This is an optimization exercise on Yosys and OpenROAD, whose aim is small area, a short achievable clock period and few clock cycles, not a production implementation. No functional check of the RTL was part of any run shown here. Power and IR drop assume default switching activity.

==> design/flow/design.v <==
package aesKeyPkg;
    localparam int wordWidth = 32;
    localparam int keyWidth = 128;
    localparam int addrWidth = 12;
    localparam int numRounds = 10;
    localparam int numWords = 44;
    typedef logic [3:0] roundIdxT;
    typedef logic [5:0] wordIdxT;
    localparam logic [8*numRounds-1:0] rconTable = {
        8'h01,
        8'h02,
        8'h04,
        8'h08,
        8'h10,
        8'h20,
        8'h40,
        8'h80,
        8'h1b,
        8'h36
    };
    typedef logic [keyWidth-1:0] roundKeyT;
    localparam logic [addrWidth-1:0] keyAddr0 = 12'h000;
    localparam logic [addrWidth-1:0] keyAddr1 = 12'h004;
    localparam logic [addrWidth-1:0] keyAddr2 = 12'h008;
    localparam logic [addrWidth-1:0] keyAddr3 = 12'h00c;
    localparam logic [addrWidth-1:0] ctrlAddr = 12'h010;
    localparam logic [addrWidth-1:0] statusAddr = 12'h014;
    localparam logic [addrWidth-1:0] roundKeyBase = 12'h100;
endpackage
`timescale 1ns/1ns
module aesSboxTop (input logic [7:0] in, output logic [21:0] mid);
    logic U0, U1, U2, U3, U4, U5, U6, U7;
    logic T1, T2, T3, T4, T5, T6, T7, T8, T9, T10, T11, T12, T13, T14, T15, T16, T17, T18, T19, T20, T21, T22, T23, T24, T25, T26, T27, M1, M2, M3, M4, M5, M6, M7, M8, M9, M10, M11, M12, M13, M14, M15, M16, M17, M18, M19, M20, M21, M22, M23;
    assign U0 = in[7];
    assign U1 = in[6];
    assign U2 = in[5];
    assign U3 = in[4];
    assign U4 = in[3];
    assign U5 = in[2];
    assign U6 = in[1];
    assign U7 = in[0];
    assign T1 = U0 ^ U3;
    assign T2 = U0 ^ U5;
    assign T3 = U0 ^ U6;
    assign T4 = U3 ^ U5;
    assign T5 = U4 ^ U6;
    assign T6 = T1 ^ T5;
    assign T7 = U1 ^ U2;
    assign T8 = U7 ^ T6;
    assign T9 = U7 ^ T7;
    assign T10 = T6 ^ T7;
    assign T11 = U1 ^ U5;
    assign T12 = U2 ^ U5;
    assign T13 = T3 ^ T4;
    assign T14 = T6 ^ T11;
    assign T15 = T5 ^ T11;
    assign T16 = T5 ^ T12;
    assign T17 = T9 ^ T16;
    assign T18 = U3 ^ U7;
    assign T19 = T7 ^ T18;
    assign T20 = T1 ^ T19;
    assign T21 = U6 ^ U7;
    assign T22 = T7 ^ T21;
    assign T23 = T2 ^ T22;
    assign T24 = T2 ^ T10;
    assign T25 = T20 ^ T17;
    assign T26 = T3 ^ T16;
    assign T27 = T1 ^ T12;
    assign M1 = T13 & T6;
    assign M2 = T23 & T8;
    assign M3 = T14 ^ M1;
    assign M4 = T19 & U7;
    assign M5 = M4 ^ M1;
    assign M6 = T3 & T16;
    assign M7 = T22 & T9;
    assign M8 = T26 ^ M6;
    assign M9 = T20 & T17;
    assign M10 = M9 ^ M6;
    assign M11 = T1 & T15;
    assign M12 = T4 & T27;
    assign M13 = M12 ^ M11;
    assign M14 = T2 & T10;
    assign M15 = M14 ^ M11;
    assign M16 = M3 ^ M2;
    assign M17 = M5 ^ T24;
    assign M18 = M8 ^ M7;
    assign M19 = M10 ^ M15;
    assign M20 = M16 ^ M13;
    assign M21 = M17 ^ M15;
    assign M22 = M18 ^ M13;
    assign M23 = M19 ^ T25;
    assign mid = {M20, M21, M22, M23, T1, T2, T3, T4, T6, T8, T9, T10, T13, T15, T16, T17, T19, T20, T22, T23, T27, U7};
endmodule
module aesSboxBot (input logic [21:0] mid, output logic [7:0] out);
    logic M20, M21, M22, M23, T1, T2, T3, T4, T6, T8, T9, T10, T13, T15, T16, T17, T19, T20, T22, T23, T27, U7;
    logic M24, M25, M26, M27, M28, M29, M30, M31, M32, M33, M34, M35, M36, M37, M38, M39, M40, M41, M42, M43, M44, M45, M46, M47, M48, M49, M50, M51, M52, M53, M54, M55, M56, M57, M58, M59, M60, M61, M62, M63, L0, L1, L2, L3, L4, L5, L6, L7, L8, L9, L10, L11, L12, L13, L14, L15, L16, L17, L18, L19, L20, L21, L22, L23, L24, L25, L26, L27, L28, L29;
    logic S0, S1, S2, S3, S4, S5, S6, S7;
    assign {M20, M21, M22, M23, T1, T2, T3, T4, T6, T8, T9, T10, T13, T15, T16, T17, T19, T20, T22, T23, T27, U7} = mid;
    assign M24 = M22 ^ M23;
    assign M25 = M22 & M20;
    assign M26 = M21 ^ M25;
    assign M27 = M20 ^ M21;
    assign M28 = M23 ^ M25;
    assign M29 = M28 & M27;
    assign M30 = M26 & M24;
    assign M31 = M20 & M23;
    assign M32 = M27 & M31;
    assign M33 = M27 ^ M25;
    assign M34 = M21 & M22;
    assign M35 = M24 & M34;
    assign M36 = M24 ^ M25;
    assign M37 = M21 ^ M29;
    assign M38 = M32 ^ M33;
    assign M39 = M23 ^ M30;
    assign M40 = M35 ^ M36;
    assign M41 = M38 ^ M40;
    assign M42 = M37 ^ M39;
    assign M43 = M37 ^ M38;
    assign M44 = M39 ^ M40;
    assign M45 = M42 ^ M41;
    assign M46 = M44 & T6;
    assign M47 = M40 & T8;
    assign M48 = M39 & U7;
    assign M49 = M43 & T16;
    assign M50 = M38 & T9;
    assign M51 = M37 & T17;
    assign M52 = M42 & T15;
    assign M53 = M45 & T27;
    assign M54 = M41 & T10;
    assign M55 = M44 & T13;
    assign M56 = M40 & T23;
    assign M57 = M39 & T19;
    assign M58 = M43 & T3;
    assign M59 = M38 & T22;
    assign M60 = M37 & T20;
    assign M61 = M42 & T1;
    assign M62 = M45 & T4;
    assign M63 = M41 & T2;
    assign L0 = M61 ^ M62;
    assign L1 = M50 ^ M56;
    assign L2 = M46 ^ M48;
    assign L3 = M47 ^ M55;
    assign L4 = M54 ^ M58;
    assign L5 = M49 ^ M61;
    assign L6 = M62 ^ L5;
    assign L7 = M46 ^ L3;
    assign L8 = M51 ^ M59;
    assign L9 = M52 ^ M53;
    assign L10 = M53 ^ L4;
    assign L11 = M60 ^ L2;
    assign L12 = M48 ^ M51;
    assign L13 = M50 ^ L0;
    assign L14 = M52 ^ M61;
    assign L15 = M55 ^ L1;
    assign L16 = M56 ^ L0;
    assign L17 = M57 ^ L1;
    assign L18 = M58 ^ L8;
    assign L19 = M63 ^ L4;
    assign L20 = L0 ^ L1;
    assign L21 = L1 ^ L7;
    assign L22 = L3 ^ L12;
    assign L23 = L18 ^ L2;
    assign L24 = L15 ^ L9;
    assign L25 = L6 ^ L10;
    assign L26 = L7 ^ L9;
    assign L27 = L8 ^ L10;
    assign L28 = L11 ^ L14;
    assign L29 = L11 ^ L17;
    assign S0 = L6 ^ L24;
    assign S1 = ~(L16 ^ L26);
    assign S2 = ~(L19 ^ L28);
    assign S3 = L6 ^ L21;
    assign S4 = L20 ^ L22;
    assign S5 = L25 ^ L29;
    assign S6 = ~(L13 ^ L27);
    assign S7 = ~(L6 ^ L23);
    assign out[7] = S0;
    assign out[6] = S1;
    assign out[5] = S2;
    assign out[4] = S3;
    assign out[3] = S4;
    assign out[2] = S5;
    assign out[1] = S6;
    assign out[0] = S7;
endmodule
`timescale 1ns/1ns
module roundKeyGen (
    input  logic [31:0] newW0,
    input  logic [31:0] w1,
    input  logic [31:0] w2,
    input  logic [31:0] w3,
    input  logic [31:0] tword,
    input  logic        down,
    output logic [31:0] n1,
    output logic [31:0] n2,
    output logic [31:0] n3
);
    assign n1 = w1 ^ newW0 ^ (down ? tword : 32'h0);
    assign n2 = w2 ^ (down ? w1 : n1);
    assign n3 = w3 ^ (down ? w2 : n2);
endmodule
`timescale 1ns/1ns
`timescale 1ns/1ns
`timescale 1ns/1ns
`timescale 1ns/1ns
module aesKeyExpansionApb (
    input  logic                 clk,
    input  logic                 reset,
    input  logic                 psel,
    input  logic                 penable,
    input  logic                 pwrite,
    input  logic [aesKeyPkg::addrWidth-1:0] paddr,
    input  logic [aesKeyPkg::wordWidth-1:0] pwdata,
    output logic [aesKeyPkg::wordWidth-1:0] prdata,
    output logic                 pready,
    output logic                 pslverr
);
    logic       setup;
    logic       isKey;
    logic       isCtrl;
    logic       isStatus;
    logic       isRk;
    logic       rkPage;
    logic       rkValid;
    logic       rkRead;
    logic       errIn;
    logic [3:0] tgtIn;
    assign setup = psel & ~penable;
    assign isKey = (paddr[11:4] == 8'h00) & (paddr[1:0] == 2'b00);
    assign isCtrl = (paddr == aesKeyPkg::ctrlAddr);
    assign isStatus = (paddr == aesKeyPkg::statusAddr);
    assign isRk = (paddr[11:8] != 4'h0);
    assign rkPage = (paddr[11:8] == 4'h1);
    assign tgtIn = paddr[7:4];
    assign rkValid = rkPage & (tgtIn <= 4'd10);
    assign rkRead = ~pwrite & rkValid;
    assign errIn = ~(isKey | isCtrl | isStatus | isRk) | (~pwrite & isRk & ~rkValid);
    logic [31:0] key0, key1, key2, key3;   
    logic [31:0] w0, w1, w2, w3;           
    logic [31:0] n1, n2, n3;
    logic [3:0]  cur;                      
    logic [3:0]  nbr;                      
    logic        down;                     
    logic        half;                     
    logic [3:0]  tgt;                      
    logic        done;
    logic [2:0]  tcnt;                     
    logic [31:0] tword;
    logic        readyReg;
    logic        errReg;
    logic [3:0]  keyWr;                    
    logic        startPend;                
    logic [3:0]  selKey;
    logic [3:0]  selRk;
    logic        selStat;
    logic       tval;
    logic       waiting;
    logic       wantDown;
    logic       stepSetup;
    logic       stepWait;
    logic       flip;
    logic       stepA;
    logic       newDown;
    assign tval = (tcnt == 3'd5);
    assign waiting = ~readyReg;
    assign wantDown = (tgt < cur);
    assign stepSetup = setup & rkRead & (paddr[3:2] == 2'd0) & tval & (tgtIn == nbr);
    assign stepWait = waiting & ~half & tval & (wantDown == down);
    assign flip = waiting & ~half & (wantDown != down);
    assign stepA = stepSetup | stepWait;
    assign newDown = (cur == 4'd10) ? 1'b1 : (cur == 4'd0) ? 1'b0 : down;
    always_ff @(posedge clk) begin
        if (reset) begin
            cur <= 4'd0;
            nbr <= 4'd1;
            down <= 1'b0;
            half <= 1'b0;
            done <= 1'b0;
            readyReg <= 1'b1;
            tcnt <= 3'd0;
            keyWr <= 4'd0;
            startPend <= 1'b0;
        end else begin
            if (startPend) begin
                cur <= 4'd0;
                nbr <= 4'd1;
                down <= 1'b0;
                half <= 1'b0;
                done <= 1'b1;
            end else if (half) begin
                half <= 1'b0;
                down <= newDown;
                nbr <= newDown ? cur - 4'd1 : cur + 4'd1;
            end else if (stepA) begin
                half <= 1'b1;
                cur <= nbr;
            end else if (flip) begin
                down <= ~down;
                nbr <= down ? cur + 4'd1 : cur - 4'd1;
            end
            if (startPend | half | flip) begin
                tcnt <= 3'd0;
            end else if (~tval) begin
                tcnt <= tcnt + 3'd1;
            end
            if (setup) begin
                readyReg <= ~rkRead | (tgtIn == cur) | stepSetup;
            end else if (half & waiting) begin
                readyReg <= (cur == tgt);
            end
            keyWr <= '0;
            startPend <= 1'b0;
            if (setup & pwrite & isKey) begin
                keyWr[paddr[3:2]] <= 1'b1;
            end
            if (setup & pwrite & isCtrl & pwdata[0]) begin
                startPend <= 1'b1;
            end
        end
    end
    always_ff @(posedge clk) begin
        if (setup) begin
            tgt <= tgtIn;
            errReg <= errIn;
            for (int k = 0; k < 4; k++) begin
                selKey[k] <= ~pwrite & isKey & (paddr[3:2] == 2'(k));
                selRk[k] <= rkRead & (paddr[3:2] == 2'(k));
            end
            selStat <= ~pwrite & isStatus;
        end
    end
    always_ff @(posedge clk) begin
        if (keyWr[0]) key0 <= pwdata;
        if (keyWr[1]) key1 <= pwdata;
        if (keyWr[2]) key2 <= pwdata;
        if (keyWr[3]) key3 <= pwdata;
    end
    roundKeyGen keyGen (
        .newW0 (w0),
        .w1    (w1),
        .w2    (w2),
        .w3    (w3),
        .tword (tword),
        .down  (down),
        .n1    (n1),
        .n2    (n2),
        .n3    (n3)
    );
    always_ff @(posedge clk) begin
        if (startPend) begin
            w0 <= key0;
        end else if (stepA) begin
            w0 <= w0 ^ tword;
        end
        if (startPend) begin
            w1 <= key1;
            w2 <= key2;
            w3 <= key3;
        end else if (half) begin
            w1 <= n1;
            w2 <= n2;
            w3 <= n3;
        end
    end
    logic [31:0] xword;
    logic [7:0]  sboxIn;
    logic [21:0] sboxMid;
    logic [21:0] sboxMidReg;
    logic [7:0]  sboxOut;
    logic [3:0]  rconIdx;
    logic [7:0]  rcon;
    assign xword = down ? (w3 ^ w2) : w3;
    always_comb begin
        case (tcnt[1:0])
            2'd0: sboxIn = xword[23:16];
            2'd1: sboxIn = xword[15:8];
            2'd2: sboxIn = xword[7:0];
            default: sboxIn = xword[31:24];
        endcase
    end
    aesSboxTop sboxTop (
        .in  (sboxIn),
        .mid (sboxMid)
    );
    always_ff @(posedge clk) begin
        sboxMidReg <= sboxMid;
    end
    aesSboxBot sboxBot (
        .mid (sboxMidReg),
        .out (sboxOut)
    );
    assign rconIdx = down ? cur : nbr;
    always_comb begin
        case (rconIdx)
            4'd1: rcon = 8'h01;
            4'd2: rcon = 8'h02;
            4'd3: rcon = 8'h04;
            4'd4: rcon = 8'h08;
            4'd5: rcon = 8'h10;
            4'd6: rcon = 8'h20;
            4'd7: rcon = 8'h40;
            4'd8: rcon = 8'h80;
            4'd9: rcon = 8'h1b;
            4'd10: rcon = 8'h36;
            default: rcon = 8'h00;
        endcase
    end
    always_ff @(posedge clk) begin
        case (tcnt)
            3'd1: tword[31:24] <= sboxOut ^ rcon;
            3'd2: tword[23:16] <= sboxOut;
            3'd3: tword[15:8] <= sboxOut;
            3'd4: tword[7:0] <= sboxOut;
            default: ;
        endcase
    end
    assign prdata = ({32{selKey[0]}} & key0) | ({32{selKey[1]}} & key1) |
                    ({32{selKey[2]}} & key2) | ({32{selKey[3]}} & key3) |
                    ({32{selRk[0]}} & w0) | ({32{selRk[1]}} & w1) |
                    ({32{selRk[2]}} & w2) | ({32{selRk[3]}} & w3) |
                    {30'h0, selStat & done, 1'b0};
    assign pready = readyReg;
    assign pslverr = errReg;
endmodule
==> design/flow/run.sh <==
#!/bin/bash
# synth_recipe.tcl (not shown) runs the flow's synth.tcl, then flattens the netlist and writes it again
# the make line also repeats each setting of config.mk as NAME=value (left out here)
make -C /OpenROAD-flow-scripts/flow DESIGN_CONFIG=/design/flow/config.mk WORK_HOME=/design/flow/orfs CLKGATE_MAP_FILE= SYNTH_SCRIPT=/design/flow/synth_recipe.tcl finish
==> design/flow/config.mk <==
export PLATFORM = sky130hd
export DESIGN_NAME = aesKeyExpansionApb
export DESIGN_NICKNAME = aesKeyExpansionApb
export VERILOG_FILES = /design/flow/design.v
export SDC_FILE = /design/flow/constraint.sdc
export NUM_CORES = 4
export LEC_CHECK = 0
export CAP_MARGIN = 20
export CORE_MARGIN = 2
export CORE_UTILIZATION = 40
export SETUP_SLACK_MARGIN = 5.0
export SLEW_MARGIN = 20
==> design/flow/constraint.sdc <==
create_clock -name core_clock -period 8.0 [get_ports {clk}]
set_input_delay 1.6000 -clock core_clock [delete_from_list [all_inputs] [get_ports {clk}]]
set_output_delay 1.6000 -clock core_clock [all_outputs]
set_load 0.01 [all_outputs]
==> metrics.yaml, run 1 <==
clocking:
  htreeDepth: 2
  clk_pin_slew_ns: 0.06
  cts_tree: "yes"
  clock_path_buffers: 3
  insertion_delay_ns: 0.57
  cts_root_buffer: "clkbuf_16"
  clock-sinks: 344
  ctsHoldBuffers: 0
  cts_buffers: 39
power:
  pwr-share-seq: 0.315
  power_frac_clock: 0.234
  leakagePower_nw: 7.805
  p_per_area_nw_per_um2: 341.4
  p_switching_mw: 2.935
  total_power_mw: 7.960
  netSwitchingFraction: 0.3687
  intPower_mw: 5.026
  power_frac_comb: 0.451
  ir_drop_mv: 0.5046
grt:
  antenna_found_initial: 2
  first_global_vias: 13199
  gr-total-overflow: 0
  grt_pass1_wl_um: 85080
  grt_max_degree: 109
  grtUsageTotal: 0.2398
die:
  die_height_um: 218.9
  die_w_um: 218.9
  core_region_area_sq_um: 45480
  die_area_sq_um: 47940
  initial_core_util: 0.4063
  io_pins: 83
  rows: 78
routing:
  vias: 14069
  drt-initial-drc-count: 1599
  routed_via_density: 5.721
  drc: 0
  wl_per_cell_um: 24.01
  postRouteAntennaNets: 0
  routed_wl_um: 59030
  drtPass1Iterations: 5
worst_setup_path:
  reg2reg_depth: 14
  critPathArrivalTime_ns: 1.98
  cp-endpoint: "prdata[1]"
  endpoint_kind: "output pin"
  timing.rr.start: "tcnt[0]"
  setup.worst_path.start_class: "flip-flop"
  worst-path-max-fanout: 5
  critPathKind: "reg -> out"
  worstPathRequired_ns: 6.40
  critical_path.startpoint: "selKey[2]"
  r2r_slack_ns: 5.03
  rr_endpoint: "sboxMidReg[20]"
synth:
  syn_nets: 1737
  synthXorXnorAreaFrac: 0.1594
  yosysUniqueCellTypes: 70
  ys_seq_elements: 344
  syn_inst: 1670
  synth_area_sq_um: 18480
  synth-simple-area-share: 0.1116
  synth_compound_area_frac: 0.1398
  syn_area_per_cell_sq_um: 11.07
  yosys_warnings: 1
  async_flop_share: 0
  ys_seq_area_frac: 0.5362
  ys.flop_type: "edfxtp_1"
  synth_adder_area_share: 0.01219
  synth-edff-count: 302
  synth_top_family_by_area: "XOR/XNOR gates"
  synthMuxAreaShare: 0.01293
timing:
  slew_viol_final: 0
  clock-skew-final_ns: 0.02145
  finalSetupTns_ns: 0
  relSlewSlack: 0.2669
  period_needed_ns: 3.584
  finalSetupViolations: 0
  fmax_mhz: 279.1
  post-route-period-util: 0.4479
  grt_setup_unrepaired: "yes"
  tightest_slew_ns: 1.100
  holdWs_ns: 0.4945
  hold_viol_final: 0
place:
  placed_area_sq_um: 19830
  portBuffers: 82
  dp_hpwl_um: 33910
  globalplace.congestion: 0.8640
layout:
  fin_area_sq_um: 23320
  nets: 1897
  multiInputGateArea_sq_um: 8951
  final_common_cell: "edfxtp_1"
  areaGrowthSynthToFinish_pct: 26.17
  final_cell_mix: "302 x edfxtp_1, 214 x nand2_1, 206 x xnor2_1"
  drive_above_1_share: 0.2119
  ff_latch_area_sq_um: 9930
  antenna_cells: 0
  nFillCells: 3957
run_status:
  status: "no timing/DRC/antenna violations"
hold_path:
  hp-class: "reg -> reg"
run:
  maxCapViolCount: 0
==> how the worst min path moves through the flow <==
stage	from	end	slack (ns)	cells after the start
6_report	done	done	0.49	2
5_1_grt	done	done	0.54	2
4_1_cts	done	done	0.49	2
3_5_place_dp	done	done	0.48	2
3_3_place_gp	done	done	0.47	2
2_1_floorplan	done	done	0.44	2
==> critical path, stage by stage (launching register included) <==
cell	delay (ns)
edfxtp_1	0.41
buf_6	0.17
buf_12	0.15
a222oi_1	0.36
nand3_2	0.16
buf_6	0.15
==> per-stage QoR <==
| stage | cells | setup WS, ns | util |
|---|---|---|---|
| final | 2459 | 4.416 | 0.5127 |
| after global routing | 2459 | 4.369 | 0.5127 |
| after CTS | 2412 | 4.388 | 0.4934 |
| after detailed placement | 2275 | 3.709 | 0.4360 |
| after global placement | 2275 | 3.747 | 0.4357 |
| after floorplan | 1670 | 3.935 | - |
==> kinds of logic after synthesis <==
family,count (synthesis)
AND/OR/NAND/NOR,446
AO/OA/AOI/OAI,395
multiplexers,23
flip-flops,344
adder cells (fa/ha/maj),18
XOR/XNOR,323
buffers and inverters,121
==> power by group through the flow <==
| stage | Sequential, mW | Clock (mW) | Combinational [mW] |
|---|---|---|---|
| after detailed placement | 2.55 | 0 | 2.55 |
| after global placement | 2.56 | 0 | 2.46 |
| final | 2.51 | 1.86 | 3.59 |
| after CTS | 2.50 | 1.89 | 3.13 |
| after global routing | 2.53 | 1.95 | 3.72 |
| after floorplan | 2.48 | 0 | 1.58 |
==> cell usage after synthesis (8+ instances only) <==
cell type	instances	area, sq um
edfxtp_1	302	9069
xnor2_1	222	1944
nand2_1	215	807.0
o21ai_0	150	750.7
a22oi_1	130	975.9
xor2_1	90	788.3
nor2_1	86	322.8
clkbuf_1	74	277.8
dfxtp_1	42	840.8
a21oi_1	40	200.2
nor2b_1	40	250.2
nand4_1	33	206.5
inv_1	22	82.58
ha_1	18	225.2
mux2i_1	16	160.2
nand3_1	13	65.06
buf_2	11	55.05
nor3_1	10	50.05
nand2b_1	8	50.05
==> area by class of cell <==
cell class,count,area share
clock buffers,52,0.04803
flip-flops and latches,344,0.4259
clock inverters,18,0.008479
well taps,600,0.03220
repair buffers,217,0.09788
inverters,22,0.003649
multi-input cells,1206,0.3839
==> layer usage <==
layer | routed length [um] | track usage | vias up
met5 | 13 | 0 | -
met4 | 1550 | 0.06757 | 2
met3 | 5127 | 0.05378 | 107
met2 | 27250 | 0.3750 | 635
met1 | 25090 | 0.3346 | 6964
li1 | - | - | 6361
==> state kept, by name (all words and copies together), names as in the netlist, 3 cells and up <==
register    cells
w0             32
key0           32
tword          32
tgt             4
key1           32
key3           32
keyWr           4
sboxMidReg     22
tcnt            3
key2           32
cur             4
selRk           4
selKey          4
w3             32
w1             32
nbr             4
w2             32
==> what timing repair did <==
action	in CTS	in global routing
hold endpoints to repair	0	0
resized for setup	309	91
pin swaps	50	60
cloned	11	4
buffers inserted	56	43
setup endpoints to repair	125	144
==> run 2, diff against run 1 <==
--- a/design/flow/config.mk
+++ b/design/flow/config.mk
@@ -9,4 +9,4 @@
 export CORE_MARGIN = 2
 export CORE_UTILIZATION = 40
-export SETUP_SLACK_MARGIN = 5.0
+export SETUP_SLACK_MARGIN = 4.5
 export SLEW_MARGIN = 20
==> metrics.yaml, run 2 <==
synth:
  async_flop_share: 0  # unchanged
  synth-edff-count: 302  # unchanged
  syn_inst: 1670  # unchanged
  yosysUniqueCellTypes: 70  # unchanged
  ys_seq_elements: 344  # unchanged
  ys_seq_area_frac: 0.5362  # unchanged
  synth.most_common_cell: "edfxtp_1"  # unchanged
  syn_nets: 1737  # unchanged
  synth_area_sq_um: 18480  # unchanged
  yosys_warnings: 1  # unchanged
  ys.flop_type: "edfxtp_1"  # unchanged
  synth_top_area_frac: 0.4907  # unchanged
  syn_area_per_cell_sq_um: 11.07  # unchanged
  yosys.area.top_type: "edfxtp_1"  # unchanged
  yosys-top-cells-count: "302 x edfxtp_1, 222 x xnor2_1, 215 x nand2_1"  # unchanged
  synth_area_leaders: "edfxtp_1 49%, xnor2_1 11%, a22oi_1 5.3%, dfxtp_1 4.5%, nand2_1 4.4%"  # unchanged
clocking:
  insertion_delay_ns: 0.55  # was 0.57 ns
  clock-sinks: 344  # unchanged
  clock_path_buffers: 3  # unchanged
  clk_pin_slew_ns: 0.06  # about the same
  htreeDepth: 2  # unchanged
  ctsHoldBuffers: 0  # unchanged
  cts_tree: "yes"  # unchanged
  cts_buffers: 40  # was 39
  cts_root_buffer: "clkbuf_16"  # unchanged
layout:
  final_common_cell: "edfxtp_1"  # unchanged
  drive_above_1_share: 0.1318  # was 0.2119
  nFillCells: 4143  # was 3957
  antenna_cells: 0  # unchanged
  nets: 1828  # was 1897
  areaGrowthSynthToFinish_pct: 18.60  # was 26.17%
  multiInputGateArea_sq_um: 8315  # was 8951 sq um
  final_cell_mix: "302 x edfxtp_1, 219 x xnor2_1, 215 x nand2_1"  # was 302 x edfxtp_1, 214 x nand2_1, 206 x xnor2_1
  ff_latch_area_sq_um: 9922  # was 9930 sq um
  layoutNonFillerInstCount: 2390  # was 2459
power:
  power_frac_clock: 0.253  # was 0.234
  p_switching_mw: 2.593  # was 2.935 mW
  power_frac_comb: 0.393  # was 0.451
  p_per_area_nw_per_um2: 323.2  # was 341.4 nW/um^2
  leakagePower_nw: 7.216  # was 7.805 nW
  ir_drop_mv: 0.3668  # was 0.5046 mV
  intPower_mw: 4.489  # was 5.026 mW
  pwr-share-seq: 0.354  # was 0.315
  total_power_mw: 7.083  # was 7.960 mW
  netSwitchingFraction: 0.3662  # was 0.3687
timing:
  post-route-period-util: 0.4491  # was 0.4479
  holdWs_ns: 0.4779  # was 0.4945 ns
  fmax_mhz: 278.3  # was 279.1 MHz
  tightest_slew_ns: 1.029  # was 1.100 ns
  finalSetupViolations: 0  # unchanged
  relSlewSlack: 0.3129  # was 0.2669
  grt_setup_unrepaired: "yes"  # unchanged
  period_needed_ns: 3.593  # was 3.584 ns
  clock-skew-final_ns: 0.01421  # was 0.02145 ns
  finalSetupTns_ns: 0  # unchanged
  hold_viol_final: 0  # unchanged
  slew_viol_final: 0  # unchanged
worst_setup_path:
  crit_top_cell: "buf_6"  # unchanged
  path_cells: "buf_6, buf_12, a222oi_1, nand3_2, buf_6"  # unchanged
  cp_num_buf_inv: 3  # unchanged
  critPathKind: "reg -> out"  # unchanged
  setup.worst_path.start_class: "flip-flop"  # unchanged
  cp_slowest_cell: "edfxtp_1"  # unchanged
  endpoint_kind: "output pin"  # unchanged
  critPathMaxStageDelay_ns: 0.38  # was 0.41 ns
  worst-path-max-fanout: 20  # was 5
  critPathTopFamily: "buffers and inverters"  # unchanged
  critPathArrivalTime_ns: 1.99  # was 1.98 ns
  worstPathRequired_ns: 6.40  # about the same
routing:
  vias: 13541  # was 14069
  wl_per_cell_um: 23.12  # was 24.01 um
  drtPass1Iterations: 5  # unchanged
  postRouteAntennaNets: 0  # unchanged
  routed_via_density: 5.666  # was 5.721
  drc: 0  # unchanged
  routed_wl_um: 55260  # was 59030 um
  drt-initial-drc-count: 1545  # was 1599
run:
  maxCapViolCount: 0  # unchanged
die:
  initial_core_util: 0.4063  # unchanged
  rows: 78  # unchanged
  die_height_um: 218.9  # unchanged
  core_region_area_sq_um: 45480  # unchanged
  io_pins: 83  # unchanged
  die_area_sq_um: 47940  # unchanged
  die_w_um: 218.9  # unchanged
place:
  place_inst: 2277  # was 2275
  portBuffers: 82  # unchanged
  dp_hpwl_um: 33690  # was 33910 um
  globalplace.congestion: 0.8600  # was 0.8640
grt:
  grt_pass1_wl_um: 81000  # was 85080 um
  grtUsageTotal: 0.2277  # was 0.2398
  first_global_vias: 12957  # was 13199
  antenna_found_initial: 0  # was 2
  gr-total-overflow: 0  # unchanged
  grt_max_degree: 113  # was 109
run_status:
  status: "no timing/DRC/antenna violations"  # unchanged
hold_path:
  hp-class: "reg -> reg"  # unchanged
==> run 2: cell counts after synthesis <==
Identical to the previous run, type by type.
==> run 2: worst reg2reg max path, stage by stage (launching register included) <==
cell	delay, ns
dfxtp_1	0.46
ha_2	0.47
a22o_1	0.24
nor4_1	0.08
a211oi_4	0.52
xnor2_4	0.22
xor2_4	0.34
xor2_1	0.22
ha_1	0.27
xnor2_1	0.19
xnor2_1	0.15
xnor2_1	0.13
==> run 2: worst paths after layout <==
kind	startpoint	to	slack (ns)	cells after the start
max	selKey[2]	prdata[1]	4.41	5
min	done	done	0.48	2
max reg2reg	tcnt[0]	sboxMidReg[18]	4.64	11
min reg2reg	done	done	0.48	2
==> run 2: power by group through the flow <==
stage	clock, mW	sequential [mW]	combinational, mW
after global routing	1.89	2.52	2.91
after detailed placement	0	2.55	2.56
after global placement	0	2.55	2.53
after floorplan	0	2.48	1.58
after CTS	1.83	2.50	2.65
final	1.79	2.50	2.78
==> run 2: through the flow <==
step             util  worst slack, ns  area, sq um
2_1_floorplan       -            3.934        18520
3_3_place_gp   0.4360            3.724        19830
3_5_place_dp   0.4362            3.696        19840
4_1_cts        0.4725            4.399        21490
5_1_grt        0.4819            4.341        21920
6_report       0.4819            4.407        21920
==> run 2: final cells by class <==
type / instances / share of cell area
Inverter: 22 / 0.003768
Tap cell: 600 / 0.03425
Sequential cell: 344 / 0.4527
Clock buffer: 57 / 0.05138
Clock inverter: 14 / 0.006394
Timing Repair Buffer: 148 / 0.07210
Multi-Input combinational cell: 1205 / 0.3794
==> run 2: what timing repair did <==
action                                  CTS  global route
gates resized for setup                 169            45
endpoints found under the setup margin   72            71
cloned                                    4             3
buffers inserted                         16            19
pin swaps                                16            32
==> run 2: logic make-up after synthesis <==
kind of cell,synth area share
multiplexers,0.01293
buffers and inverters,0.02789
adder cells (fa/ha/maj),0.01219
XOR/XNOR,0.1594
AND/OR/NAND/NOR,0.1116
AO/OA/AOI/OAI,0.1398
flip-flops,0.5362
==> run 2: routing by layer <==
| layer | up-vias | global-route usage | share of wire |
|---|---|---|---|
| li1 | 6207 | - | - |
| met1 | 6682 | 0.3111 | 0.43 |
| met2 | 558 | 0.3617 | 0.46 |
| met3 | 94 | 0.04241 | 0.080 |
| met4 | 0 | 0.08153 | 0.028 |
| met5 | - | 0 | 0 |
==> run 3, diff against run 2 <==
--- a/design/flow/design.v
+++ b/design/flow/design.v
@@ -251,7 +251,5 @@
     logic [3:0]  keyWr;                    
     logic        startPend;                
-    logic [3:0]  selKey;
-    logic [3:0]  selRk;
-    logic        selStat;
+    logic [31:0] rdata;                    
     logic       tval;
     logic       waiting;
@@ -306,6 +304,6 @@
             if (setup) begin
                 readyReg <= ~rkRead | (tgtIn == cur) | stepSetup;
-            end else if (half & waiting) begin
-                readyReg <= (cur == tgt);
+            end else if (waiting) begin
+                readyReg <= ~half & (cur == tgt);
             end
             keyWr <= '0;
@@ -323,9 +321,4 @@
             tgt <= tgtIn;
             errReg <= errIn;
-            for (int k = 0; k < 4; k++) begin
-                selKey[k] <= ~pwrite & isKey & (paddr[3:2] == 2'(k));
-                selRk[k] <= rkRead & (paddr[3:2] == 2'(k));
-            end
-            selStat <= ~pwrite & isStatus;
         end
     end
@@ -415,9 +408,32 @@
         endcase
     end
-    assign prdata = ({32{selKey[0]}} & key0) | ({32{selKey[1]}} & key1) |
-                    ({32{selKey[2]}} & key2) | ({32{selKey[3]}} & key3) |
-                    ({32{selRk[0]}} & w0) | ({32{selRk[1]}} & w1) |
-                    ({32{selRk[2]}} & w2) | ({32{selRk[3]}} & w3) |
-                    {30'h0, selStat & done, 1'b0};
+    logic [31:0] rkW0;
+    logic [31:0] rkWord;
+    logic [31:0] keyWord;
+    assign rkW0 = (tgtIn == cur) ? w0 : (w0 ^ tword);
+    always_comb begin
+        case (paddr[3:2])
+            2'd0: rkWord = rkW0;
+            2'd1: rkWord = w1;
+            2'd2: rkWord = w2;
+            default: rkWord = w3;
+        endcase
+        case (paddr[3:2])
+            2'd0: keyWord = key0;
+            2'd1: keyWord = key1;
+            2'd2: keyWord = key2;
+            default: keyWord = key3;
+        endcase
+    end
+    always_ff @(posedge clk) begin
+        if (paddr[8]) begin
+            rdata <= rkWord;
+        end else if (~paddr[4]) begin
+            rdata <= keyWord;
+        end else begin
+            rdata <= {30'h0, paddr[2] & done, 1'b0};
+        end
+    end
+    assign prdata = rdata;
     assign pready = readyReg;
     assign pslverr = errReg;
==> metrics.yaml, run 3 <==
run_status:
  status: "no timing/DRC/antenna violations"  # unchanged
layout:
  multiInputGateArea_sq_um: 8992  # was 8315 sq um
  final_common_cell: "nand2_1"  # was edfxtp_1
  nFillCells: 4411  # was 4143
  final_cell_mix: "298 x nand2_1, 293 x edfxtp_1, 195 x xnor2_1"  # was 302 x edfxtp_1, 219 x xnor2_1, 215 x nand2_1
  ff_latch_area_sq_um: 10290  # was 9922 sq um
  drive_above_1_share: 0.1038  # was 0.1318
  layoutNonFillerInstCount: 2525  # was 2390
  nets: 1894  # was 1828
  areaGrowthSynthToFinish_pct: 15.47  # was 18.60%
synth:
  ys_seq_elements: 367  # was 344
  synth_area_leaders: "edfxtp_1 45%, xnor2_1 8.9%, dfxtp_1 7.5%, xor2_1 5.9%, nand2_1 5.7%"  # was edfxtp_1 49%, xnor2_1 11%, a22oi_1 5.3%, dfxtp_1 4.5%, nand2_1 4.4%
  synth-edff-count: 293  # was 302
  synth_top_area_frac: 0.4477  # was 0.4907
  ys.flop_type: "edfxtp_1"  # unchanged
  syn_inst: 1775  # was 1670
  ys_seq_area_frac: 0.5231  # was 0.5362
  syn_nets: 1842  # was 1737
  yosysUniqueCellTypes: 67  # was 70
  synth.most_common_cell: "nand2_1"  # was edfxtp_1
  yosys_warnings: 1  # unchanged
  yosys.area.top_type: "edfxtp_1"  # unchanged
  synth_area_sq_um: 19650  # was 18480 sq um
  yosys-top-cells-count: "298 x nand2_1, 293 x edfxtp_1, 200 x xnor2_1"  # was 302 x edfxtp_1, 222 x xnor2_1, 215 x nand2_1
  async_flop_share: 0  # unchanged
  syn_area_per_cell_sq_um: 11.07  # about the same
worst_setup_path:
  cp_num_buf_inv: 0  # was 3
  reg2reg_depth: 7  # was 11
  critPathTopFamily: "XOR/XNOR gates"  # was buffers and inverters
  worst-path-max-fanout: 24  # was 20
  cp_slowest_cell: "xnor2_1"  # was edfxtp_1
  critPathKind: "reg -> reg"  # was reg -> out
  worstPathRequired_ns: 8.24  # was 6.40 ns
  endpoint_kind: "flip-flop"  # was output pin
  cp_num_cells: 7  # was 5
  setup.worst_path.start_class: "flip-flop"  # unchanged
  path_cells: "nand2b_1, o22a_1, o22ai_1, nor4_4, xnor3_1, xor2_2, xnor2_1"  # was buf_6, buf_12, a222oi_1, nand3_2, buf_6
  critPathMaxStageDelay_ns: 0.75  # was 0.38 ns
  critPathArrivalTime_ns: 3.74  # was 1.99 ns
timing:
  clock-skew-final_ns: 0.01898  # was 0.01421 ns
  fmax_mhz: 286.2  # was 278.3 MHz
  relSlewSlack: 0.2118  # was 0.3129
  hold_viol_final: 0  # unchanged
  tightest_slew_ns: 1.174  # was 1.029 ns
  period_needed_ns: 3.494  # was 3.593 ns
  post-route-period-util: 0.4367  # was 0.4491
  slew_viol_final: 0  # unchanged
  finalSetupTns_ns: 0  # unchanged
  grt_setup_unrepaired: "yes"  # unchanged
  finalSetupViolations: 0  # unchanged
hold_path:
  hold_depth: 2  # unchanged
  hp-class: "reg -> reg"  # unchanged
place:
  portBuffers: 82  # unchanged
  place_inst: 2436  # was 2277
  dp_hpwl_um: 33450  # was 33690 um
  globalplace.congestion: 0.8376  # was 0.8600
die:
  die_w_um: 225.7  # was 218.9 um
  initial_core_util: 0.4031  # was 0.4063
  rows: 81  # was 78
  die_area_sq_um: 50920  # was 47940 sq um
  io_pins: 83  # unchanged
  die_height_um: 225.7  # was 218.9 um
  core_region_area_sq_um: 48750  # was 45480 sq um
grt:
  grt_pass1_wl_um: 80830  # was 81000 um
  grtUsageTotal: 0.2129  # was 0.2277
  grt_max_degree: 107  # was 113
  antenna_found_initial: 2  # was 0
  gr-total-overflow: 0  # unchanged
  first_global_vias: 13201  # was 12957
power:
  power_frac_comb: 0.388  # was 0.393
  p_switching_mw: 2.726  # was 2.593 mW
  total_power_mw: 7.562  # was 7.083 mW
  intPower_mw: 4.836  # was 4.489 mW
  p_per_area_nw_per_um2: 333.3  # was 323.2 nW/um^2
  power_frac_clock: 0.261  # was 0.253
  netSwitchingFraction: 0.3605  # was 0.3662
  pwr-share-seq: 0.351  # was 0.354
  leakagePower_nw: 7.677  # was 7.216 nW
  ir_drop_mv: 0.3025  # was 0.3668 mV
clocking:
  clk_pin_slew_ns: 0.06  # about the same
  cts_buffers: 43  # was 40
  ctsHoldBuffers: 0  # unchanged
  htreeDepth: 2  # unchanged
  insertion_delay_ns: 0.57  # was 0.55 ns
  clock-sinks: 367  # was 344
  clock_path_buffers: 3  # unchanged
  cts_root_buffer: "clkbuf_16"  # unchanged
  cts_tree: "yes"  # unchanged
routing:
  routed_wl_um: 54360  # was 55260 um
  drtPass1Iterations: 7  # was 5
  routed_via_density: 5.331  # was 5.666
  wl_per_cell_um: 21.53  # was 23.12 um
  drt-initial-drc-count: 1048  # was 1545
  drc: 0  # unchanged
  postRouteAntennaNets: 0  # unchanged
  vias: 13460  # was 13541
run:
  maxCapViolCount: 0  # unchanged
-- run 3: changes by cell type after synthesis, sizes merged, moves of 9 or more --
| cell | before | now |
|---|---|---|
| and3b | 3 | 12 |
| a21oi | 43 | 57 |
| o211ai | 6 | 37 |
| mux4 | 0 | 31 |
| dfxtp | 42 | 74 |
| xnor2 | 228 | 201 |
| nor2 | 86 | 102 |
| o22ai | 7 | 39 |
| nand4 | 33 | 4 |
| a21boi | 4 | 13 |
| edfxtp | 302 | 293 |
| a22oi | 130 | 6 |
| xor2 | 95 | 141 |
| nand2 | 216 | 299 |
-- run 3: power by group through the flow --
stage | Combinational [mW] | Sequential, mW | Clock [mW]
global route | 3.09 | 2.67 | 2.08
finish | 2.94 | 2.65 | 1.97
global placement | 2.67 | 2.69 | 0
floorplan | 1.67 | 2.63 | 0
CTS | 2.84 | 2.65 | 2.01
detailed placement | 2.70 | 2.69 | 0
-- run 3: final cells by class --
type / count / share of cell area
inverter: 15 / 0.002481
clock inverter: 29 / 0.01279
timing repair buffer: 113 / 0.04963
clock buffer: 49 / 0.04841
antenna: 1 / 0.0001103
tap: 664 / 0.03661
sequential: 367 / 0.4537
multi-input combinational: 1287 / 0.3963
-- run 3: cells by family after synthesis --
group                      Yosys count  synth area share
and+or+nand+nor                    516            0.1172
DFF                                367            0.5231
xor gates and xnor gates           347            0.1640
AOI/OAI and AO/OA                  341            0.1047
buffers and inverters              122           0.02661
muxes                               63           0.05246
adders and majority gates           19           0.01197
-- run 3: path summary, 6_finish.rpt --
check | to | slack, ns | start
hold / removal | done | 0.49 | done
hold reg to reg | done | 0.49 | done
setup / recovery | tword[2] | 4.51 | sboxMidReg[20]
setup reg to reg | tword[2] | 4.51 | sboxMidReg[20]
-- run 3: worst reg2reg max path, cell delays in order, from the launching register on --
cell      delay [ns]
dfxtp_2         0.62
nand2b_1        0.42
o22a_1          0.18
o22ai_1         0.10
nor4_4          0.27
xnor3_1         0.56
xor2_2          0.26
xnor2_1         0.75
-- run 3: layer usage --
metal | share of wire | global-route usage
met2 | 0.48 | 0.3548
met5 | 0 | 0
met1 | 0.43 | 0.2754
met4 | 0.035 | 0.07691
met3 | 0.057 | 0.04267
-- run 3: repair_timing --
action	4_1_cts	5_1_grt
cloned	1	1
gates resized for setup	18	18
pin swaps	1	4
setup endpoints to repair	57	51
setup buffers	3	5
-- run 3: metrics by stage --
stage | instance area (sq um) | hold slack (ns) | worst slack, ns | util
after floorplan | 19680 | 0.4347 | 4.357 | -
after global routing | 22690 | 0.4997 | 4.365 | 0.4654
after detailed placement | 21030 | 0.4790 | 3.541 | 0.4313
after CTS | 22530 | 0.4890 | 4.428 | 0.4623
after global placement | 21020 | 0.4606 | 3.614 | 0.4313
final | 22690 | 0.4912 | 4.506 | 0.4655
==> run 4, diff against run 3 <==
--- a/design/flow/config.mk
+++ b/design/flow/config.mk
@@ -9,4 +9,4 @@
 export CORE_MARGIN = 2
 export CORE_UTILIZATION = 40
-export SETUP_SLACK_MARGIN = 4.5
+export SETUP_SLACK_MARGIN = 5.0
 export SLEW_MARGIN = 20
==> metrics.yaml, run 4 <==
layout:
  drive_above_1_share: 0.1558  # was 0.1038
  nets: 1960  # was 1894
  final_cell_mix: "295 x nand2_1, 293 x edfxtp_1, 192 x xnor2_1"  # was 298 x nand2_1, 293 x edfxtp_1, 195 x xnor2_1
  final_common_cell: "nand2_1"  # unchanged
  areaGrowthSynthToFinish_pct: 21.15  # was 15.47%
  nFillCells: 4372  # was 4411
synth:
  synth_area_sq_um: 19650  # unchanged
  synth.most_common_cell: "nand2_1"  # unchanged
  synth_top_area_frac: 0.4477  # unchanged
  syn_area_per_cell_sq_um: 11.07  # unchanged
  yosys-top-cells-count: "298 x nand2_1, 293 x edfxtp_1, 200 x xnor2_1"  # unchanged
  yosysUniqueCellTypes: 67  # unchanged
  synth-edff-count: 293  # unchanged
  ys_seq_area_frac: 0.5231  # unchanged
  yosys_warnings: 1  # unchanged
  async_flop_share: 0  # unchanged
  ys_seq_elements: 367  # unchanged
  yosys.area.top_type: "edfxtp_1"  # unchanged
  synth_area_leaders: "edfxtp_1 45%, xnor2_1 8.9%, dfxtp_1 7.5%, xor2_1 5.9%, nand2_1 5.7%"  # unchanged
  ys.flop_type: "edfxtp_1"  # unchanged
  syn_inst: 1775  # unchanged
  syn_nets: 1842  # unchanged
grt:
  grtUsageTotal: 0.2257  # was 0.2129
  grt_pass1_wl_um: 85730  # was 80830 um
  grt_max_degree: 119  # was 107
  first_global_vias: 14060  # was 13201
  gr-total-overflow: 0  # unchanged
  antenna_found_initial: 0  # was 2
power:
  pwr-share-seq: 0.330  # was 0.351
  power_frac_clock: 0.251  # was 0.261
  total_power_mw: 8.142  # was 7.562 mW
  p_per_area_nw_per_um2: 342.0  # was 333.3 nW/um^2
  power_frac_comb: 0.419  # was 0.388
  p_switching_mw: 2.832  # was 2.726 mW
  intPower_mw: 5.310  # was 4.836 mW
  ir_drop_mv: 0.4214  # was 0.3025 mV
  netSwitchingFraction: 0.3478  # was 0.3605
  leakagePower_nw: 8.332  # was 7.677 nW
place:
  globalplace.congestion: 0.8478  # was 0.8376
  dp_hpwl_um: 33970  # was 33450 um
  portBuffers: 82  # unchanged
die:
  io_pins: 83  # unchanged
  initial_core_util: 0.4031  # unchanged
  die_area_sq_um: 50920  # unchanged
  rows: 81  # unchanged
  die_w_um: 225.7  # unchanged
  core_region_area_sq_um: 48750  # unchanged
  die_height_um: 225.7  # unchanged
worst_setup_path:
  worst-path-max-fanout: 21  # was 24
  timing.rr.start: "down"  # was sboxMidReg[20]
  rr_endpoint: "sboxMidReg[18]"  # was tword[2]
  critical_path.startpoint: "down"  # was sboxMidReg[20]
  setup.worst_path.start_class: "flip-flop"  # unchanged
  worstPathRequired_ns: 8.50  # was 8.24 ns
  critPathArrivalTime_ns: 3.48  # was 3.74 ns
  r2r_slack_ns: 5.02  # was 4.51 ns
  endpoint_kind: "flip-flop"  # unchanged
  critPathKind: "reg -> reg"  # unchanged
  reg2reg_depth: 11  # was 7
clocking:
  cts_tree: "yes"  # unchanged
  clock-sinks: 367  # unchanged
  cts_root_buffer: "clkbuf_16"  # unchanged
  clock_path_buffers: 3  # unchanged
  insertion_delay_ns: 0.57  # about the same
  clk_pin_slew_ns: 0.06  # about the same
  htreeDepth: 2  # unchanged
  ctsHoldBuffers: 0  # unchanged
  cts_buffers: 43  # unchanged
hold_path:
  min_from: "done"  # unchanged
  hold_depth: 2  # unchanged
  hp-class: "reg -> reg"  # unchanged
  hold-path-endpoint: "done"  # unchanged
routing:
  drc: 0  # unchanged
  routed_wl_um: 57300  # was 54360 um
  drtPass1Iterations: 6  # was 7
  drt-initial-drc-count: 1409  # was 1048
  postRouteAntennaNets: 0  # unchanged
  routed_via_density: 5.433  # was 5.331
  vias: 14078  # was 13460
  wl_per_cell_um: 22.11  # was 21.53 um
timing:
  period_needed_ns: 2.977  # was 3.494 ns
  tightest_slew_ns: 1.049  # was 1.174 ns
  hold_viol_final: 0  # unchanged
  clock-skew-final_ns: 0.01929  # was 0.01898 ns
  slew_viol_final: 0  # unchanged
  fmax_mhz: 335.9  # was 286.2 MHz
  post-route-period-util: 0.3721  # was 0.4367
  relSlewSlack: 0.3006  # was 0.2118
  grt_setup_unrepaired: "yes"  # unchanged
  finalSetupViolations: 0  # unchanged
  finalSetupTns_ns: 0  # unchanged
run_status:
  status: "no timing/DRC/antenna violations"  # unchanged
run:
  maxCapViolCount: 0  # unchanged
-- run 4: final cells by class --
cell class | count | area, sq um | share of cell area
well taps | 664 | 830.8 | 0.03490
multi-input cells | 1286 | 9281 | 0.3898
flip-flops and latches | 367 | 10310 | 0.4332
diodes | 1 | 2.502 | 0.0001051
clock buffers | 61 | 1256 | 0.05276
repair buffers | 180 | 1858 | 0.07804
inverters | 15 | 56.30 | 0.002365
clock inverters | 17 | 210.2 | 0.008829
-- run 4: routing by layer --
layer	global-route usage	wire, um	share of wire
met1	0.2891	23870	0.42
met5	0	0	0
met4	0.1124	2743	0.048
met3	0.04046	3557	0.062
met2	0.3685	27130	0.47
-- run 4: worst max-delay path, cell delays in order, from the launching register on --
cell       delay (ns)
dfxtp_4          0.40
clkbuf_16        0.22
and3b_1          0.19
o21ai_1          0.26
a32o_2           0.34
xor2_4           0.26
xor2_4           0.28
xor2_2           0.20
ha_1             0.27
xor2_1           0.15
xnor2_1          0.20
xnor2_1          0.13
-- run 4: worst max path at each step --
stage	end	slack, ns	depth (start not counted)
after global placement	sboxMidReg[20]	3.19	10
final	sboxMidReg[18]	5.02	11
after global routing	sboxMidReg[18]	4.92	13
after detailed placement	sboxMidReg[20]	3.21	10
after CTS	sboxMidReg[20]	4.88	12
after floorplan	w0[0]	4.36	5
-- run 4: kinds of logic (layout without fill, tap and decap cells) --
group | after synthesis | after routing | share of synthesized area
AND/OR/NAND/NOR | 516 | 516 | 0.1172
flip-flops | 367 | 367 | 0.5231
adder cells (fa/ha/maj) | 19 | 19 | 0.01197
XOR/XNOR | 347 | 347 | 0.1640
other | 0 | 1 | 0
multiplexers | 63 | 63 | 0.05246
AO/OA/AOI/OAI | 341 | 341 | 0.1047
buffers and inverters | 122 | 273 | 0.02661
-- run 4: metrics by stage --
stage | hold WS (ns) | worst slack (ns) | instances | instance area (sq um) | utilization
floorplan | 0.4347 | 4.357 | 1775 | 19680 | -
global placement | 0.4457 | 3.189 | 2434 | 21010 | 0.4309
detailed placement | 0.4558 | 3.212 | 2434 | 21010 | 0.4309
CTS | 0.4704 | 4.878 | 2565 | 23390 | 0.4798
global route | 0.5477 | 4.922 | 2590 | 23810 | 0.4883
finish | 0.4709 | 5.023 | 2591 | 23810 | 0.4884
-- run 4: power by group through the flow --
stage          sequential, mW  combinational (mW)  clock [mW]
2_1_floorplan            2.63                1.67           0
3_3_place_gp             2.71                2.58           0
3_5_place_dp             2.71                2.59           0
4_1_cts                  2.68                2.92        2.08
5_1_grt                  2.70                3.53        2.15
6_report                 2.69                3.41        2.05
-- run 4: what timing repair did --
action / in CTS / in global routing
pin swaps: 24 / 33
setup buffers: 47 / 24
gates resized for setup: 114 / 53
gates cloned: 6 / 1
endpoints found under the setup margin: 163 / 92
==> run 5, diff against run 4 <==
--- a/design/flow/config.mk
+++ b/design/flow/config.mk
@@ -9,4 +9,7 @@
 export CORE_MARGIN = 2
 export CORE_UTILIZATION = 40
+export CTS_BUF_LIST = sky130_fd_sc_hd__clkbuf_8
+export CTS_CLUSTER_DIAMETER = 60
+export CTS_CLUSTER_SIZE = 16
 export SETUP_SLACK_MARGIN = 5.0
 export SLEW_MARGIN = 20
==> metrics.yaml, run 5 <==
grt:
  antenna_found_initial: 1  # was 0
  grt_max_degree: 119  # unchanged
  first_global_vias: 13933  # was 14060
  grt.busiest_layer: "met2"  # unchanged
  grtUsageTotal: 0.2237  # was 0.2257
  met2_usage: 0.3683  # was 0.3685
  gr-total-overflow: 0  # unchanged
  grt_pass1_wl_um: 85330  # was 85730 um
  gr-usage-met3: 0.03643  # was 0.04046
  use_met1: 0.2919  # was 0.2891
die:
  die_area_sq_um: 50920  # unchanged
  core_region_area_sq_um: 48750  # unchanged
  die_w_um: 225.7  # unchanged
  initial_core_util: 0.4031  # unchanged
  io_pins: 83  # unchanged
  rows: 81  # unchanged
  die_height_um: 225.7  # unchanged
clocking:
  clock_path_buffers: 3  # unchanged
  cts_buffers: 37  # was 43
  cts_root_buffer: "clkbuf_8"  # was clkbuf_16
  cts_tree: "yes"  # unchanged
  ctsHoldBuffers: 0  # unchanged
  clock-sinks: 367  # unchanged
  insertion_delay_ns: 0.64  # was 0.57 ns
  htreeDepth: 2  # unchanged
  clk_pin_slew_ns: 0.10  # was 0.06 ns
routing:
  routed_wl_um: 57570  # was 57300 um
  vias: 13993  # was 14078
  routed_via_density: 5.428  # was 5.433
  postRouteAntennaNets: 0  # unchanged
  drtPass1Iterations: 6  # unchanged
  drc: 0  # unchanged
  wl_per_cell_um: 22.33  # was 22.11 um
  drt-initial-drc-count: 1293  # was 1409
place:
  post-place-ws_ns: 3.212  # unchanged
  portBuffers: 82  # unchanged
  globalplace.congestion: 0.8478  # unchanged
  place_inst: 2434  # unchanged
  placed_area_sq_um: 21010  # unchanged
  dp_hpwl_um: 33970  # unchanged
run:
  maxCapViolCount: 0  # unchanged
timing:
  grt_setup_unrepaired: "yes"  # unchanged
  layout_setup_ws_ns: 4.996  # was 5.023 ns
  clock-skew-final_ns: 0.03212  # was 0.01929 ns
  fmax_mhz: 332.9  # was 335.9 MHz
  finalSetupViolations: 0  # unchanged
  relSlewSlack: 0.2668  # was 0.3006
  slew_viol_final: 0  # unchanged
  period_needed_ns: 3.004  # was 2.977 ns
  post-route-period-util: 0.3755  # was 0.3721
  tightest_slew_ns: 1.098  # was 1.049 ns
  finalSetupTns_ns: 0  # unchanged
  hold_viol_final: 0  # unchanged
synth:
  yosys.area.top_type: "edfxtp_1"  # unchanged
  synth.most_common_cell: "nand2_1"  # unchanged
  syn_nets: 1842  # unchanged
  yosys-top-cells-count: "298 x nand2_1, 293 x edfxtp_1, 200 x xnor2_1"  # unchanged
  yosys_warnings: 1  # unchanged
  syn_area_per_cell_sq_um: 11.07  # unchanged
  ys.flop_type: "edfxtp_1"  # unchanged
  synth_area_sq_um: 19650  # unchanged
  synth_top_area_frac: 0.4477  # unchanged
  ys_seq_elements: 367  # unchanged
  async_flop_share: 0  # unchanged
  yosysUniqueCellTypes: 67  # unchanged
  syn_inst: 1775  # unchanged
  ys_seq_area_frac: 0.5231  # unchanged
  synth-edff-count: 293  # unchanged
  synth_area_leaders: "edfxtp_1 45%, xnor2_1 8.9%, dfxtp_1 7.5%, xor2_1 5.9%, nand2_1 5.7%"  # unchanged
power:
  power_frac_clock: 0.185  # was 0.251
  intPower_mw: 4.531  # was 5.310 mW
  netSwitchingFraction: 0.3770  # was 0.3478
  p_per_area_nw_per_um2: 312.9  # was 342.0 nW/um^2
  leakagePower_nw: 8.092  # was 8.332 nW
  power_frac_comb: 0.446  # was 0.419
  pwr-share-seq: 0.369  # was 0.330
  ir_drop_mv: 0.3367  # was 0.4214 mV
  p_switching_mw: 2.742  # was 2.832 mW
worst_setup_path:
  setup.worst_path.start_class: "flip-flop"  # unchanged
  endpoint_kind: "flip-flop"  # unchanged
  critPathArrivalTime_ns: 3.52  # was 3.48 ns
  critPathKind: "reg -> reg"  # unchanged
  worst-path-max-fanout: 5  # was 21
  worstPathRequired_ns: 8.51  # was 8.50 ns
hold_path:
  hp-class: "reg -> reg"  # unchanged
layout:
  final_cell_mix: "296 x nand2_1, 293 x edfxtp_1, 189 x xnor2_1"  # was 295 x nand2_1, 293 x edfxtp_1, 192 x xnor2_1
  layoutNonFillerInstCount: 2578  # was 2591
  drive_above_1_share: 0.1552  # was 0.1558
  fin_area_sq_um: 23250  # was 23810 sq um
  antenna_cells: 0  # was 1
  areaGrowthSynthToFinish_pct: 18.30  # was 21.15%
  nets: 1954  # was 1960
  final_common_cell: "nand2_1"  # unchanged
  final_util: 0.4769  # was 0.4884
run_status:
  status: "no timing/DRC/antenna violations"  # unchanged
[run 5: metal layers]
| layer | share of wire | wire length (um) |
|---|---|---|
| met1 | 0.42 | 24120 |
| met5 | 0 | 0 |
| met2 | 0.48 | 27650 |
| met4 | 0.039 | 2240 |
| met3 | 0.062 | 3563 |
[run 5: power groups by stage]
stage                     clock [mW]  sequential, mW  combinational, mW
after floorplan                    0            2.63               1.67
after global placement             0            2.71               2.58
after detailed placement           0            2.71               2.59
after CTS                       1.37            2.68               2.92
after global routing            1.44            2.70               3.40
final                           1.34            2.68               3.25
[run 5: cells by family after synthesis]
group,after synthesis,synth area share
buf+inv,122,0.02661
fa+ha+maj,19,0.01197
mux,63,0.05246
xor+xnor,347,0.1640
simple gates,516,0.1172
flops,367,0.5231
compound gates,341,0.1047
[run 5: cell type report]
cell class              count  area (sq um)
clock inverters            25         252.7
inverters                  15         56.30
well taps                 664         830.8
fillers                  4420         25500
clock buffers              41         564.3
flip-flops and latches    367         10310
multi-input cells        1286          9343
repair buffers            180          1888
[run 5: timing repair]
item / CTS / global route
pin swaps: 26 / 27
buffers inserted: 42 / 25
setup endpoints to repair: 163 / 69
resized for setup: 106 / 60
cloned: 6 / 5
[run 5: path summary, 6_finish.rpt]
path,depth (start not counted),startpoint,slack [ns],to
worst max-delay path,11,down,5.00,sboxMidReg[20]
worst max register to register,11,down,5.00,sboxMidReg[20]
worst min-delay path,2,done,0.47,done
worst min register to register,2,done,0.47,done
[run 5: critical path, stage by stage (launching register included)]
cell       delay, ns
dfxtp_4         0.41
buf_12          0.15
clkbuf_16       0.15
and3b_1         0.18
o21ai_1         0.31
a32o_2          0.33
xor2_4          0.22
xor2_4          0.20
xor2_2          0.18
ha_2            0.25
xor2_4          0.19
xnor3_1         0.31
[run 5: metrics by stage]
step	hold slack (ns)	power, mW
2_1_floorplan	0.4347	4.293
3_3_place_gp	0.4457	5.291
3_5_place_dp	0.4558	5.304
4_1_cts	0.4749	6.972
5_1_grt	0.5590	7.547
6_report	0.4740	7.274
==> run 6, diff against run 5 <==
--- a/design/flow/design.v
+++ b/design/flow/design.v
@@ -408,31 +408,26 @@
         endcase
     end
-    logic [31:0] rkW0;
-    logic [31:0] rkWord;
-    logic [31:0] keyWord;
-    assign rkW0 = (tgtIn == cur) ? w0 : (w0 ^ tword);
+    logic        same;
+    logic [3:0]  wordIs;
+    logic [31:0] w0Step;
+    logic [31:0] rdataNext;
+    assign same = (tgtIn == cur);
+    assign wordIs = 4'b0001 << paddr[3:2];
+    assign w0Step = w0 ^ tword;
     always_comb begin
-        case (paddr[3:2])
-            2'd0: rkWord = rkW0;
-            2'd1: rkWord = w1;
-            2'd2: rkWord = w2;
-            default: rkWord = w3;
-        endcase
-        case (paddr[3:2])
-            2'd0: keyWord = key0;
-            2'd1: keyWord = key1;
-            2'd2: keyWord = key2;
-            default: keyWord = key3;
-        endcase
-    end
-    always_ff @(posedge clk) begin
+        rdataNext = {30'h0, ~paddr[8] & paddr[4] & paddr[2] & done, 1'b0};
         if (paddr[8]) begin
-            rdata <= rkWord;
+            rdataNext = rdataNext | ({32{wordIs[0] & same}} & w0) |
+                        ({32{wordIs[0] & ~same}} & w0Step) |
+                        ({32{wordIs[1]}} & w1) | ({32{wordIs[2]}} & w2) |
+                        ({32{wordIs[3]}} & w3);
         end else if (~paddr[4]) begin
-            rdata <= keyWord;
-        end else begin
-            rdata <= {30'h0, paddr[2] & done, 1'b0};
+            rdataNext = rdataNext | ({32{wordIs[0]}} & key0) | ({32{wordIs[1]}} & key1) |
+                        ({32{wordIs[2]}} & key2) | ({32{wordIs[3]}} & key3);
         end
     end
+    always_ff @(posedge clk) begin
+        rdata <= rdataNext;
+    end
     assign prdata = rdata;
     assign pready = readyReg;
==> design/flow/flow/run.sh (new file) <==
#!/bin/bash
set -euo pipefail
MARGIN=$(cat flow/margin.txt)
bash standard.sh SETUP_SLACK_MARGIN=$MARGIN finish > flow_make.log 2>&1
==> design/flow/flow/margin.txt (new file) <==
5.6
==> design/flow/standard.sh (new file) <==
#!/bin/bash
# synth_recipe.tcl (not shown) runs the flow's synth.tcl, then flattens the netlist and writes it again
# the make line also repeats each setting of config.mk as NAME=value (left out here)
make -C /OpenROAD-flow-scripts/flow DESIGN_CONFIG=/design/flow/config.mk WORK_HOME=/design/flow/orfs CLKGATE_MAP_FILE= SYNTH_SCRIPT=/design/flow/synth_recipe.tcl "${@:-finish}"
--- a/design/flow/config.mk
+++ b/design/flow/config.mk
@@ -12,4 +12,3 @@
 export CTS_CLUSTER_DIAMETER = 60
 export CTS_CLUSTER_SIZE = 16
-export SETUP_SLACK_MARGIN = 5.0
 export SLEW_MARGIN = 20
removed: design/flow/run.sh
==> metrics.yaml, run 6 <==
run_status:
  status: "no timing/DRC/antenna violations"  # unchanged
layout:
  fin_area_sq_um: 24720  # was 23250 sq um
  final_cell_mix: "293 x edfxtp_1, 219 x xnor2_1, 210 x nand2_1"  # was 296 x nand2_1, 293 x edfxtp_1, 189 x xnor2_1
  antenna_cells: 0  # unchanged
  nets: 1925  # was 1954
  multiInputGateArea_sq_um: 10040  # was 9343 sq um
  ff_latch_area_sq_um: 10360  # was 10310 sq um
  areaGrowthSynthToFinish_pct: 25.07  # was 18.30%
  final_common_cell: "edfxtp_1"  # was nand2_1
  nFillCells: 4259  # was 4420
  drive_above_1_share: 0.2806  # was 0.1552
place:
  portBuffers: 82  # unchanged
  placed_area_sq_um: 21340  # was 21010 sq um
  post-place-ws_ns: 3.692  # was 3.212 ns
  dp_hpwl_um: 32610  # was 33970 um
  globalplace.congestion: 0.8581  # was 0.8478
synth:
  yosys_warnings: 1  # unchanged
  synth_adder_area_share: 0.01140  # was 0.01197
  synth-edff-count: 293  # unchanged
  yosysUniqueCellTypes: 75  # was 67
  async_flop_share: 0  # unchanged
  synth-simple-area-share: 0.1000  # was 0.1172
  yosys-top-cells-count: "293 x edfxtp_1, 246 x nand2_1, 242 x xnor2_1"  # was 298 x nand2_1, 293 x edfxtp_1, 200 x xnor2_1
  syn_nets: 1755  # was 1842
  synth_area_leaders: "edfxtp_1 45%, xnor2_1 11%, dfxtp_1 7.5%, mux4_2 7.3%, nand2_1 4.7%"  # was edfxtp_1 45%, xnor2_1 8.9%, dfxtp_1 7.5%, xor2_1 5.9%, nand2_1 5.7%
  synthXorXnorAreaFrac: 0.1568  # was 0.1640
  ys_seq_elements: 367  # unchanged
  synthMuxAreaShare: 0.08415  # was 0.05246
  syn_inst: 1688  # was 1775
  synth_compound_area_frac: 0.09954  # was 0.1047
  synth_top_area_frac: 0.4453  # was 0.4477
  ys.flop_type: "edfxtp_1"  # unchanged
  synth_area_sq_um: 19760  # was 19650 sq um
  syn_area_per_cell_sq_um: 11.71  # was 11.07 sq um
  synth_top_family_by_area: "XOR/XNOR gates"  # unchanged
  ys_seq_area_frac: 0.5202  # was 0.5231
  synth.most_common_cell: "edfxtp_1"  # was nand2_1
  yosys.area.top_type: "edfxtp_1"  # unchanged
worst_setup_path:
  path_cells: "inv_4, ha_4, buf_4, a22o_1, or4_4, o211ai_1, buf_4, and2_4, nor2b_4, xnor2_4, xnor2_2, ha_2, xnor2_2, xnor2_1, xnor2_1"  # was buf_12, clkbuf_16, and3b_1, o21ai_1, a32o_2, xor2_4, xor2_4, xor2_2, ha_2, xor2_4, xnor3_1
  critPathTopFamily: "XOR/XNOR gates"  # unchanged
  critPathArrivalTime_ns: 3.54  # was 3.52 ns
  timing.rr.start: "tcnt[1]"  # was down
  critical_path.startpoint: "tcnt[1]"  # was down
  worstPathRequired_ns: 8.52  # was 8.51 ns
  critPathKind: "reg -> reg"  # unchanged
  endpoint_kind: "flip-flop"  # unchanged
  r2r_slack_ns: 4.98  # was 5.00 ns
  critPathMaxStageDelay_ns: 0.45  # was 0.41 ns
  cp_slowest_cell: "or4_4"  # was dfxtp_4
  worst-path-max-fanout: 8  # was 5
  cp_num_buf_inv: 3  # was 2
  setup.worst_path.start_class: "flip-flop"  # unchanged
die:
  die_area_sq_um: 51190  # was 50920 sq um
  rows: 81  # unchanged
  io_pins: 83  # unchanged
  initial_core_util: 0.4045  # was 0.4031
  die_height_um: 226.3  # was 225.7 um
  die_w_um: 226.3  # was 225.7 um
  core_region_area_sq_um: 48850  # was 48750 sq um
timing:
  relSlewSlack: 0.3471  # was 0.2668
  tightest_slew_ns: 0.9773  # was 1.098 ns
  grt_setup_unrepaired: "yes"  # unchanged
  slew_viol_final: 0  # unchanged
  clock-skew-final_ns: 0.03742  # was 0.03212 ns
  finalSetupViolations: 0  # unchanged
  finalSetupTns_ns: 0  # unchanged
  period_needed_ns: 3.021  # was 3.004 ns
  layout_setup_ws_ns: 4.979  # was 4.996 ns
  post-route-period-util: 0.3777  # was 0.3755
  hold_viol_final: 0  # unchanged
  fmax_mhz: 331.0  # was 332.9 MHz
clocking:
  cts_buffers: 36  # was 37
  cts_root_buffer: "clkbuf_8"  # unchanged
  insertion_delay_ns: 0.63  # was 0.64 ns
  clock_path_buffers: 3  # unchanged
  clk_pin_slew_ns: 0.10  # about the same
  htreeDepth: 2  # unchanged
  cts_tree: "yes"  # unchanged
  ctsHoldBuffers: 0  # unchanged
  clock-sinks: 367  # unchanged
routing:
  drt-initial-drc-count: 1299  # was 1293
  vias: 14123  # was 13993
  drc: 0  # unchanged
  routed_via_density: 5.541  # was 5.428
  wl_per_cell_um: 23.17  # was 22.33 um
  routed_wl_um: 59070  # was 57570 um
  drtPass1Iterations: 6  # unchanged
  postRouteAntennaNets: 0  # unchanged
power:
  pwr-share-seq: 0.301  # was 0.369
  p_switching_mw: 3.471  # was 2.742 mW
  leakagePower_nw: 8.435  # was 8.092 nW
  intPower_mw: 5.530  # was 4.531 mW
  ir_drop_mv: 0.5331  # was 0.3367 mV
  power_frac_clock: 0.141  # was 0.185
  power_frac_comb: 0.558  # was 0.446
  p_per_area_nw_per_um2: 364.2  # was 312.9 nW/um^2
  netSwitchingFraction: 0.3856  # was 0.3770
grt:
  grt_max_degree: 106  # was 119
  first_global_vias: 13904  # was 13933
  antenna_found_initial: 0  # was 1
  grtUsageTotal: 0.2286  # was 0.2237
  gr-total-overflow: 0  # unchanged
  grt_pass1_wl_um: 86710  # was 85330 um
hold_path:
  min_from: "done"  # unchanged
  hp-class: "reg -> reg"  # unchanged
run:
  maxCapViolCount: 0  # unchanged
[run 6: power groups by stage]
stage | sequential (mW) | clock, mW | combinational [mW]
finish | 2.71 | 1.27 | 5.02
global route | 2.73 | 1.37 | 5.18
CTS | 2.69 | 1.30 | 4.43
detailed placement | 2.69 | 0 | 3.04
global placement | 2.69 | 0 | 3.02
floorplan | 2.64 | 0 | 1.77
[run 6: area by class of cell]
cell class	instances	share of cell area
Clock buffer	38	0.02116
Sequential cell	367	0.4192
Timing Repair Buffer	231	0.1060
Clock inverter	27	0.009467
Inverter	25	0.004202
Multi-Input combinational cell	1197	0.4064
Tap cell	664	0.03362
[run 6: tightest hold or removal path: cells and delay by family (launching register included)]
| family | cells | cell delay (ns) |
|---|---|---|
| AND/OR/NAND/NOR | 2 | 0.12 |
| flip-flops | 1 | 0.33 |
[run 6: cell families (layout without fill, tap and decap cells)]
group	after synthesis	count (layout)
buffers and inverters	125	321
adders and majority gates	18	18
muxes	85	85
xor gates and xnor gates	346	346
DFF	367	367
and+or+nand+nor	433	434
AOI/OAI and AO/OA	314	314
[run 6: final timing paths]
kind / end / depth (start not counted)
hold reg to reg: done / 2
hold / removal: done / 2
setup reg to reg: sboxMidReg[20] / 15
setup / recovery: sboxMidReg[20] / 15
[run 6: repair_timing]
item                       4_1_cts  5_1_grt
setup buffers                   82       32
gates cloned                    11        2
resized for setup              444       76
pin swaps                      112       51
setup endpoints to repair      296      253
[run 6: metrics by stage]
step | utilization | hold slack (ns) | cells | total power, mW
after floorplan | - | 0.4348 | 1688 | 4.407
after global placement | 0.4368 | 0.4708 | 2357 | 5.703
after detailed placement | 0.4368 | 0.4627 | 2357 | 5.729
after CTS | 0.4938 | 0.4828 | 2515 | 8.424
after global routing | 0.5059 | 0.5182 | 2549 | 9.277
final | 0.5059 | 0.4853 | 2549 | 9.000
[run 6: per-layer routing]
metal | up-vias | share of wire | global-route usage
met5 | - | 0 | 0
met2 | 502 | 0.49 | 0.3830
li1 | 6354 | - | -
met3 | 97 | 0.066 | 0.03823
met4 | 0 | 0.028 | 0.06982
met1 | 7170 | 0.42 | 0.3041

Re-timed with assumed drivers on the ports (clkbuf_16 on the clock, buf_2 on other inputs), run 6 has 4.979 ns of setup slack against 4.979 ns with ideal ports, and 4.384 ns once port delays also move by the mid clock arrival of 0.665 ns.
